Context: an optimization exercise on an open-source flow, tuned for small area, a short achievable clock period and few clock cycles per item. The choices shown serve that exercise and are no tape-out recipe. Power is estimated from default activity; no workload was simulated.

==> flow/design.v <==
module mx_block_sequencer #(
  parameter int BLOCK_SIZE = 32,
  parameter int DATA_W     = 32,
  parameter int EXP_W      = 8
) (
  input  logic                          clk,
  input  logic                          rst,
  input  logic                          in_valid,
  output logic                          in_ready,
  input  logic [DATA_W-1:0]             in_data,
  input  logic                          flush,
  output logic                          out_valid,
  input  logic                          out_ready,
  output logic [DATA_W-1:0]             out_data,
  output logic [EXP_W-1:0]              out_scale,
  output logic                          out_last,
  output logic [$clog2(BLOCK_SIZE)-1:0] out_idx
);
  localparam int IDX_W = $clog2(BLOCK_SIZE);
  localparam int NS    = BLOCK_SIZE + 1;
  localparam int SW    = $clog2(NS);
  logic [NS-1:0][DATA_W-1:0] ring_q;
  logic [IDX_W-1:0] c_cnt_q, c_cnt_d;
  logic [EXP_W-1:0] c_max_q, c_max_d;
  logic             first_q;               
  logic [SW-1:0]    wdist_q, wdist_d;
  logic             p_vld_q, p_vld_d, p2_vld_q, p2_vld_d;
  logic [IDX_W-1:0] p_rem_q, p_rem_d;      
  logic [EXP_W-1:0] p_scale_q, p_scale_d;
  logic [IDX_W-1:0] rem_q, rem_d;          
  logic             efull_q, efull_d;      
  logic [SW-1:0]    rdist_q, rdist_d;
  logic              ov_q, olast_q;
  logic [DATA_W-1:0] od_q;
  logic [EXP_W-1:0]  os_q, e_scale_q;
  logic [IDX_W-1:0]  oi_q, oi_d, nb;
  logic              ir_q, ir_d;
  logic              wsel_q;               
  logic              nx_ok_q, nx_ok_d;     
  logic              nx_rd_q, nx_rd_d;     
  logic             acc, ftk, close, load, rd, start, last_rd;
  logic             ok_l, rd_l, ok_n, rd_n, occ_n;
  logic [EXP_W-1:0] e_in, e_eff, new_max, p_scale_e;
  logic [IDX_W-1:0] rem_now;
  assign in_ready  = ir_q;
  assign out_valid = ov_q;
  assign out_data  = od_q;
  assign out_scale = os_q;
  assign out_last  = olast_q;
  assign out_idx   = oi_q;
  assign acc     = in_valid & ir_q;
  assign ftk     = flush & ir_q;
  assign e_in    = in_data[DATA_W-2 -: EXP_W];
  assign new_max = (acc && e_in > c_max_q) ? e_in : c_max_q;
  assign e_eff   = (e_in == '0) ? EXP_W'(1) : e_in;
  assign p_scale_e  = (first_q & ~p2_vld_q) ? c_max_q : p_scale_q;
  assign close   = (acc && c_cnt_q == IDX_W'(BLOCK_SIZE - 1)) || (ftk && (acc || c_cnt_q != '0));
  assign load    = nx_ok_q & (~ov_q | out_ready);
  assign rd      = load & nx_rd_q;
  assign start   = load & olast_q;
  assign nb      = oi_q + IDX_W'(1);
  assign oi_d    = (oi_q & ~{IDX_W{load}}) | (nb & {IDX_W{load}});
  assign rem_now = olast_q ? p_rem_q : rem_q - IDX_W'(1);
  assign last_rd = rd & (rem_now == '0);
  always_comb begin
    c_cnt_d = c_cnt_q;
    if (p2_vld_q)
      c_max_d = start ? EXP_W'(1) : c_max_q;
    else if (first_q)
      c_max_d = acc ? e_eff : EXP_W'(1);
    else
      c_max_d = new_max;
    wdist_d = (wdist_q == '0) ? SW'(NS - 1) : wdist_q - SW'(1);
    if (close) begin
      c_cnt_d = '0;
      wdist_d = {1'b0, ~c_cnt_q};
    end else if (acc) begin
      c_cnt_d = c_cnt_q + IDX_W'(1);
      wdist_d = '0;
    end
    p_vld_d    = p_vld_q;
    p_rem_d    = p_rem_q;
    p_scale_d  = p_scale_e;
    p2_vld_d   = p2_vld_q;
    if (start) begin
      if (p2_vld_q) begin
        p_rem_d   = '0;
        p_scale_d = c_max_q;
        p2_vld_d  = 1'b0;
      end else if (close) begin
        p_rem_d   = c_cnt_q + IDX_W'(acc) - IDX_W'(1);
      end else begin
        p_vld_d = 1'b0;
      end
    end else if (close) begin
      if (p_vld_q) begin
        p2_vld_d   = 1'b1;
      end else begin
        p_vld_d   = 1'b1;
        p_rem_d   = c_cnt_q + IDX_W'(acc) - IDX_W'(1);
      end
    end
    rem_d   = rem_q;
    rdist_d = (rdist_q == '0) ? SW'(NS - 1) : rdist_q - SW'(1);
    if (rd) begin
      rem_d   = rem_now;
      rdist_d = last_rd ? {1'b0, ~nb} : '0;
    end
    if (olast_q) begin
      ok_l = 1'b1;                             
      rd_l = p_rem_q != '0;
    end else if (nb == IDX_W'(BLOCK_SIZE - 1)) begin
      ok_l = p_vld_d & (nx_rd_q | (rdist_q == SW'(1)));
      rd_l = 1'b1;
    end else begin
      ok_l = 1'b1;                             
      rd_l = nx_rd_q & (rem_q != IDX_W'(1));
    end
    if (olast_q) begin
      ok_n = p_vld_d & (rdist_q == SW'(1));
      rd_n = 1'b1;
    end else begin
      ok_n = ~nx_rd_q | (rdist_q == SW'(1));
      rd_n = nx_rd_q;
    end
    nx_ok_d = load ? ok_l : ok_n;
    nx_rd_d = load ? rd_l : rd_n;
    efull_d = start ? (p_rem_q == IDX_W'(BLOCK_SIZE - 1)) : efull_q;
    if (p_vld_d)
      occ_n = (c_cnt_d == IDX_W'(1)) | ((c_cnt_d == '0) & efull_d & (rem_d != '0));
    else
      occ_n = (rem_d != '0) & (c_cnt_d != '0) & (c_cnt_d == oi_d + IDX_W'(2));
    ir_d = ~p2_vld_d & (close ? (c_cnt_q == IDX_W'(BLOCK_SIZE - 1)) : (acc | (wdist_q == SW'(1))))
         & ~occ_n;
  end
  always_ff @(posedge clk) begin
    for (int i = 0; i < NS - 1; i++)
      ring_q[i] <= ring_q[i+1];
    ring_q[NS-1] <= wsel_q ? in_data : ring_q[0];
    wsel_q       <= ir_d;
    od_q <= (od_q & ~{DATA_W{load}}) | (ring_q[1] & {DATA_W{nx_rd_q & load}});
    e_scale_q <= start ? p_scale_e : e_scale_q;
    os_q      <= rst ? '0 : start ? p_scale_e : e_scale_q;
    c_max_q    <= c_max_d;
    p_rem_q    <= p_rem_d;
    p_scale_q  <= p_scale_d;
    efull_q    <= efull_d;
    if (rst) begin
      c_cnt_q  <= '0;
      c_max_q  <= EXP_W'(1);
      first_q  <= 1'b0;
      wdist_q  <= SW'(1);
      p_vld_q  <= 1'b0;
      p2_vld_q <= 1'b0;
      rdist_q  <= '0;
      ov_q     <= 1'b0;
      oi_q     <= IDX_W'(BLOCK_SIZE - 1);
      olast_q  <= 1'b1;
      ir_q     <= 1'b0;
      rem_q    <= '0;
      nx_ok_q  <= 1'b0;
      nx_rd_q  <= 1'b1;
    end else begin
      c_cnt_q  <= c_cnt_d;
      first_q  <= close;
      wdist_q  <= wdist_d;
      p_vld_q  <= p_vld_d;
      p2_vld_q <= p2_vld_d;
      rdist_q  <= rdist_d;
      ov_q     <= load | (ov_q & ~out_ready);
      oi_q     <= oi_d;
      olast_q  <= oi_d == IDX_W'(BLOCK_SIZE - 1);
      ir_q     <= ir_d;
      rem_q    <= rem_d;
      nx_ok_q  <= nx_ok_d;
      nx_rd_q  <= nx_rd_d;
    end
  end
endmodule
Settings: LEC_CHECK=0, CAP_MARGIN=20, CORE_MARGIN=2, CORE_UTILIZATION=65, CTS_BUF_LIST=sky130_fd_sc_hd__clkbuf_8, CTS_CLUSTER_DIAMETER=60, CTS_CLUSTER_SIZE=20, PLACE_DENSITY=0.75, SETUP_SLACK_MARGIN=3.0, SLEW_MARGIN=20; clock period 5.0 ns.
standard.sh (not shown) runs the stock make flow with config.mk's settings and CLKGATE_MAP_FILE= SYNTH_SCRIPT=/design/flow/synth_recipe.tcl, a recipe that flattens the netlist after the stock synthesis.
==> flow/flow/run.sh <==
#!/bin/bash
# Standard layout (the standard.sh, unchanged synthesis) with clock tree synthesis told not
# to add dummy loads. Each tool's output goes to a log of its own here and under orfs/logs.
set -euo pipefail
export CTS_ARGS="-sink_clustering_enable -repair_clock_nets -sink_clustering_size 20 -sink_clustering_max_diameter 60 -buf_list sky130_fd_sc_hd__clkbuf_8 -dont_use_dummy_load"
export BUFFER_PORTS_ARGS="-buffer_cell sky130_fd_sc_hd__buf_2"
bash standard.sh > standard_flow.log 2>&1
==> next run, changes <==
--- a/flow/design.v
+++ b/flow/design.v
@@ -40,5 +40,6 @@
   logic              nx_rd_q, nx_rd_d;     
   logic             acc, ftk, close, load, rd, start, last_rd;
-  logic             ok_l, rd_l, ok_n, rd_n, occ_n;
+  logic             ok_l, rd_l, ok_n, rd_n, occ_n, hit_np, rem_nz, cnt1, cnt0;
+  logic [IDX_W-1:0] gap_q, gap_d;          
   logic [EXP_W-1:0] e_in, e_eff, new_max, p_scale_e;
   logic [IDX_W-1:0] rem_now;
@@ -126,9 +127,26 @@
     nx_ok_d = load ? ok_l : ok_n;
     nx_rd_d = load ? rd_l : rd_n;
+    if (close)
+      gap_d = load ? ~oi_q - IDX_W'(2) : ~oi_q - IDX_W'(1);
+    else if (acc & ~load)
+      gap_d = gap_q + IDX_W'(1);
+    else if (load & ~acc)
+      gap_d = gap_q - IDX_W'(1);
+    else
+      gap_d = gap_q;
     efull_d = start ? (p_rem_q == IDX_W'(BLOCK_SIZE - 1)) : efull_q;
+    case ({acc, load})
+      2'b00:   hit_np = (gap_q == '0) & (c_cnt_q != '0);
+      2'b01:   hit_np = (gap_q == IDX_W'(1)) & (c_cnt_q != '0);
+      2'b10:   hit_np = (gap_q == '1);
+      default: hit_np = (gap_q == '0);
+    endcase
+    rem_nz = rd ? (olast_q ? (p_rem_q != '0) : (rem_q != IDX_W'(1))) : (rem_q != '0);
+    cnt1   = ~close & (acc ? (c_cnt_q == '0) : (c_cnt_q == IDX_W'(1)));
+    cnt0   = close | (~acc & (c_cnt_q == '0));
     if (p_vld_d)
-      occ_n = (c_cnt_d == IDX_W'(1)) | ((c_cnt_d == '0) & efull_d & (rem_d != '0));
+      occ_n = cnt1 | (cnt0 & efull_d & rem_nz);
     else
-      occ_n = (rem_d != '0) & (c_cnt_d != '0) & (c_cnt_d == oi_d + IDX_W'(2));
+      occ_n = rem_nz & hit_np & ~close;
     ir_d = ~p2_vld_d & (close ? (c_cnt_q == IDX_W'(BLOCK_SIZE - 1)) : (acc | (wdist_q == SW'(1))))
          & ~occ_n;
@@ -159,4 +177,5 @@
       ir_q     <= 1'b0;
       rem_q    <= '0;
+      gap_q    <= '1;
       nx_ok_q  <= 1'b0;
       nx_rd_q  <= 1'b1;
@@ -173,4 +192,5 @@
       ir_q     <= ir_d;
       rem_q    <= rem_d;
+      gap_q    <= gap_d;
       nx_ok_q  <= nx_ok_d;
       nx_rd_q  <= nx_rd_d;
Outcome: The changed run passed the timing, design-rule and antenna checks; count of clock-buffer cells in the layout is unchanged; die area hardly moves; cell area rises by 0.81%; wire length is higher by 2.3%; total power fell by 3.7%; sequential share of layout area shrinks by 0.29 points; setup slack gets better by 0.25 ns; core utilization increases by 0.59 points; via count is lower by 0.74%; non-clock buffer count is higher by 13; first-iteration DRC count increases by 4.7%; final cell count is lower by 1.7%.
Function was not checked in any run of this note: the RTL went through the layout flow alone.

## separate check: timing with driven ports
The results above use ideal ports. As a check the final layouts listed here were re-extracted and re-timed, cells and wires unchanged. Step 1 sets driving cells, clkbuf_16 on the clock port and buf_2 on the other inputs (assumed; they add their load-dependent delay and slew). Step 2 times the ports against the registers' clock, not the clock port: input delays grow and output delays shrink by t, the midpoint of the rising clock arrivals with the driver on. Three values: no drivers, after step 1, after step 2; two values: the first two.
| run | t, ns | setup WS [ns] | clock arrival spread, ns | worst slew at a driven data input, ns |
|---|---|---|---|---|
| the first run | 0.660 | 2.515 / 2.536 / 1.876 | 0.066 / 0.065 | 0.05 |
| the second run | 0.656 | 2.768 / 2.768 / 2.142 | 0.089 / 0.090 | 0.06 |
After both steps setup and hold are still met in every run listed. The setup slack of the first run, which loses most, moves by +0.021 ns with the drivers and by -0.639 ns with both steps.
